This design comes from an exercise in tuning for small area on the open sky130 flow, not from production work. The RTL was checked by simulation tests, not by an equivalence proof against the original design. No driver is modelled on the clock port, so clocking that relies on it looks cheaper here than on a real chip.

## v6
// assoc_metadata
module assoc_metadata #(
   parameter int NUM_SETS       = 16,
   parameter int SET_SIZE       = 4,
   parameter int NUM_WAYS       = 4,
   parameter int TAG_SIZE       = 28,
   parameter int READ_ONLY      = 0,
   parameter int PERF_CNT_WIDTH = 32,
   localparam int WAY_BITS      = $clog2(NUM_WAYS)
) (
   input  logic                clk,
   input  logic                reset,
   input  logic [SET_SIZE-1:0] set,
   input  logic [TAG_SIZE-1:0] tag,
   input  logic                lookup,
   input  logic                clear_selected_valid_bit,
   input  logic                finish_new_line_install,
   input  logic                set_selected_dirty_bit,
   input  logic                clear_selected_dirty_bit,
   input  logic                invalidate_all_req,
   output logic                valid_block_match,
   output logic [WAY_BITS-1:0] hit_way,
   output logic [WAY_BITS-1:0] victim_way,
   output logic [TAG_SIZE-1:0] victim_tag,
   output logic                victim_valid_dirty,
   output logic                invalidate_busy
);
   logic                busy_q;
   logic [SET_SIZE-1:0] cnt_q;
   logic                phase_q;
   logic [TAG_SIZE-1:0] tag_q   [NUM_SETS][NUM_WAYS];    
   logic [NUM_WAYS-1:0] valid_q [NUM_SETS];
   logic [NUM_WAYS-1:0] dirty_q [NUM_SETS];               
   logic [2:0]          plru_q  [NUM_SETS];
   logic [NUM_SETS-1:0] sel, sel_n;
   logic [TAG_SIZE-1:0] col;                             
   logic [TAG_SIZE-1:0] way_qn [NUM_WAYS];                
   logic [NUM_WAYS-1:0] valid_set, dirty_set, match;
   logic [2:0]          plru_set;
   logic [WAY_BITS-1:0] hw, inv_way, plru_way, vw, touch_way;
   logic                busy, hit, all_valid, install, touch, dirty_op, dirty_val, dirty_wval;
   logic                dirty_col, vd_sel_n;
   logic [NUM_WAYS-1:0] vw_oh, hw_oh, pw_n, inst_w, clr_w, dop_w, wr_w;
   logic                tch_n, tch_lo_n, tch_hi_n;
   assign busy = busy_q;
   assign col  = tag ^ {TAG_SIZE{phase_q}};
   always_comb
      for (int s = 0; s < NUM_SETS; s++) sel[s] = set == SET_SIZE'(s);
   assign sel_n = ~sel;
   for (genvar w = 0; w < NUM_WAYS; w++) begin : g_rd
      logic [NUM_SETS*TAG_SIZE-1:0] words;
      for (genvar s = 0; s < NUM_SETS; s++) begin : g_s
  ...
For scale: about 6100 cells after synthesis, roughly 2000 flip-flops.
clock: 12.0 ns
lec_check: 0
cap_margin: 10
core_margin: 2
core_utilization: 70
cts_cluster_diameter: 90
cts_cluster_size: 30
place_density: 0.75
slew_margin: 10
synth_hierarchical: 1
synth_minimum_keep_size: 0
standard.sh (not shown) runs the stock make flow with config.mk's settings and CLKGATE_MAP_FILE= SYNTH_SCRIPT=/design/flow/synth_recipe.tcl, a recipe that flattens the netlist after the stock synthesis.
==> flow/flow/run.sh <==
#!/bin/bash
# Own layout flow: the standard ORFS flow (standard.sh, unchanged synthesis) with
#  - a clock tree built without dummy balancing loads, clustered as config.mk's CTS settings say
#  - ports buffered with a small plain buffer instead of the default delay-cell buffer
# Every tool's output goes to the ORFS logs under orfs/logs; make's own output to flow_make.log.
set -euo pipefail
export CTS_ARGS="-sink_clustering_enable -repair_clock_nets -sink_clustering_size 30 -sink_clustering_max_diameter 90 -dont_use_dummy_load"
export BUFFER_PORTS_ARGS="-buffer_cell sky130_fd_sc_hd__buf_2"
bash standard.sh finish > flow_make.log 2>&1
Setup changes, v6 to v7
--- a/flow/design.v
+++ b/flow/design.v
@@ -60,20 +60,19 @@
       for (genvar s = 0; s < NUM_SETS; s++) begin : g_s
          assign col_bits[s] = i < 4 ? valid_q[s][i % 4] : i < 8 ? dirty_q[s][i % 4] : plru_q[s][i - 8];
       end
       assoc_metadata_read_bit #(.N(NUM_SETS)) u_bit (.d(col_bits), .sel_n(sel_n), .q_n(meta_set_n[i]));
    end
    assign valid_set = ~meta_set_n[3:0];
    assign dirty_set = ~meta_set_n[7:4];                  
    assign plru_set  = ~meta_set_n[10:8];
-   for (genvar w = 0; w < NUM_WAYS; w++) begin : g_cmp
-      assoc_metadata_match #(.W(TAG_SIZE)) u_cmp (
-         .q_n(way_qn[w]), .col(col), .valid(valid_set[w]), .match(match[w]));
-   end
+   always_comb
+      for (int w = 0; w < NUM_WAYS; w++)
+         match[w] = valid_set[w] && &(way_qn[w] ^ col);
    assign hit = !busy && |match;
    assign hw  = match[0] ? 2'd0 : match[1] ? 2'd1 : match[2] ? 2'd2 : 2'd3;
    assign hit_way           = hit ? hw : 2'd0;
    assign valid_block_match = hit;
    assign all_valid = &valid_set;
    assign inv_way   = !valid_set[0] ? 2'd0 : !valid_set[1] ? 2'd1 : !valid_set[2] ? 2'd2 : 2'd3;
    assign plru_way  = {plru_set[0], plru_set[0] ? plru_set[2] : plru_set[1]};
    assign vw        = all_valid ? plru_way : inv_way;
@@ -272,47 +271,8 @@
    input  logic a1,
    input  logic a2,
    input  logic b1,
    input  logic b2,
    output logic y
 );
    assign y = ~((a1 | a2) & (b1 | b2));
 endmodule
-module assoc_metadata_match #(
-   parameter int W = 28
-) (
-   input  logic [W-1:0] q_n,
-   input  logic [W-1:0] col,
-   input  logic         valid,
-   output logic         match
-);
-   localparam int G = (W + 3) / 4;
-   logic [G*4-1:0] eq;
-   logic [G-1:0]   grp_n;
-   for (genvar b = 0; b < G * 4; b++) begin : g_b
-      if (b < W) begin : g_x
-         assoc_metadata_xor2 u_x (.a(q_n[b]), .b(col[b]), .y(eq[b]));
-      end else begin : g_pad
-         assign eq[b] = 1'b1;
-      end
-   end
-   for (genvar g = 0; g < G; g++) begin : g_g
-      assoc_metadata_nand4 u_n (.a(eq[4*g]), .b(eq[4*g+1]), .c(eq[4*g+2]), .d(eq[4*g+3]), .y(grp_n[g]));
-   end
-   assign match = valid && !(|grp_n);
-endmodule
-module assoc_metadata_xor2 (
-   input  logic a,
-   input  logic b,
-   output logic y
-);
-   assign y = a ^ b;
-endmodule
-module assoc_metadata_nand4 (
-   input  logic a,
-   input  logic b,
-   input  logic c,
-   input  logic d,
-   output logic y
-);
-   assign y = !(a && b && c && d);
-endmodule
The run with more routed wire is v7, not v6.
Die width for v7: about 1% up relative to v6
Post-route minimum period: v7 lower than v6
v7 against v6: worst voltage drop across the vdd grid went up, area growth from synthesis to layout went down, count of nets after finishing went up.
From v6 to v7 the numbers moved as follows: via count moved up; synthesized cell count moved up; fraction of the mapped netlist area in compound gates moved up; count of plain and timing-repair buffers moved down; worst setup slack moved up.

## afterwards: timing with drivers on the ports
No port has a modelled driver above. Below, the same layouts with a new extraction and two added sets of constraints. Step 1 sets driving cells, clkbuf_16 on the clock port and buf_2 on the other inputs (assumed; they add their load-dependent delay and slew). Step 2 times the ports against the registers' clock, not the clock port: input delays grow and output delays shrink by t, the midpoint of the rising clock arrivals with the driver on. Three values: ideal, step 1, step 2; two values: the first two.
run | shift t [ns] | setup slack, ns | latest minus earliest clock arrival (ns) | worst register clock-pin slew, ns | pins driven straight from the clock port
v6 | 0.783 | 1.400 / 1.369 / 1.204 | 0.057 / 0.056 | 0.12 / 0.12 | 1
v7 | 0.778 | 1.462 / 1.432 / 1.432 | 0.034 / 0.034 | 0.12 / 0.12 | 1
After both steps every run listed still meets setup and hold. The setup slack of v6, which loses most, moves by -0.031 ns with the drivers and by -0.196 ns with both steps.
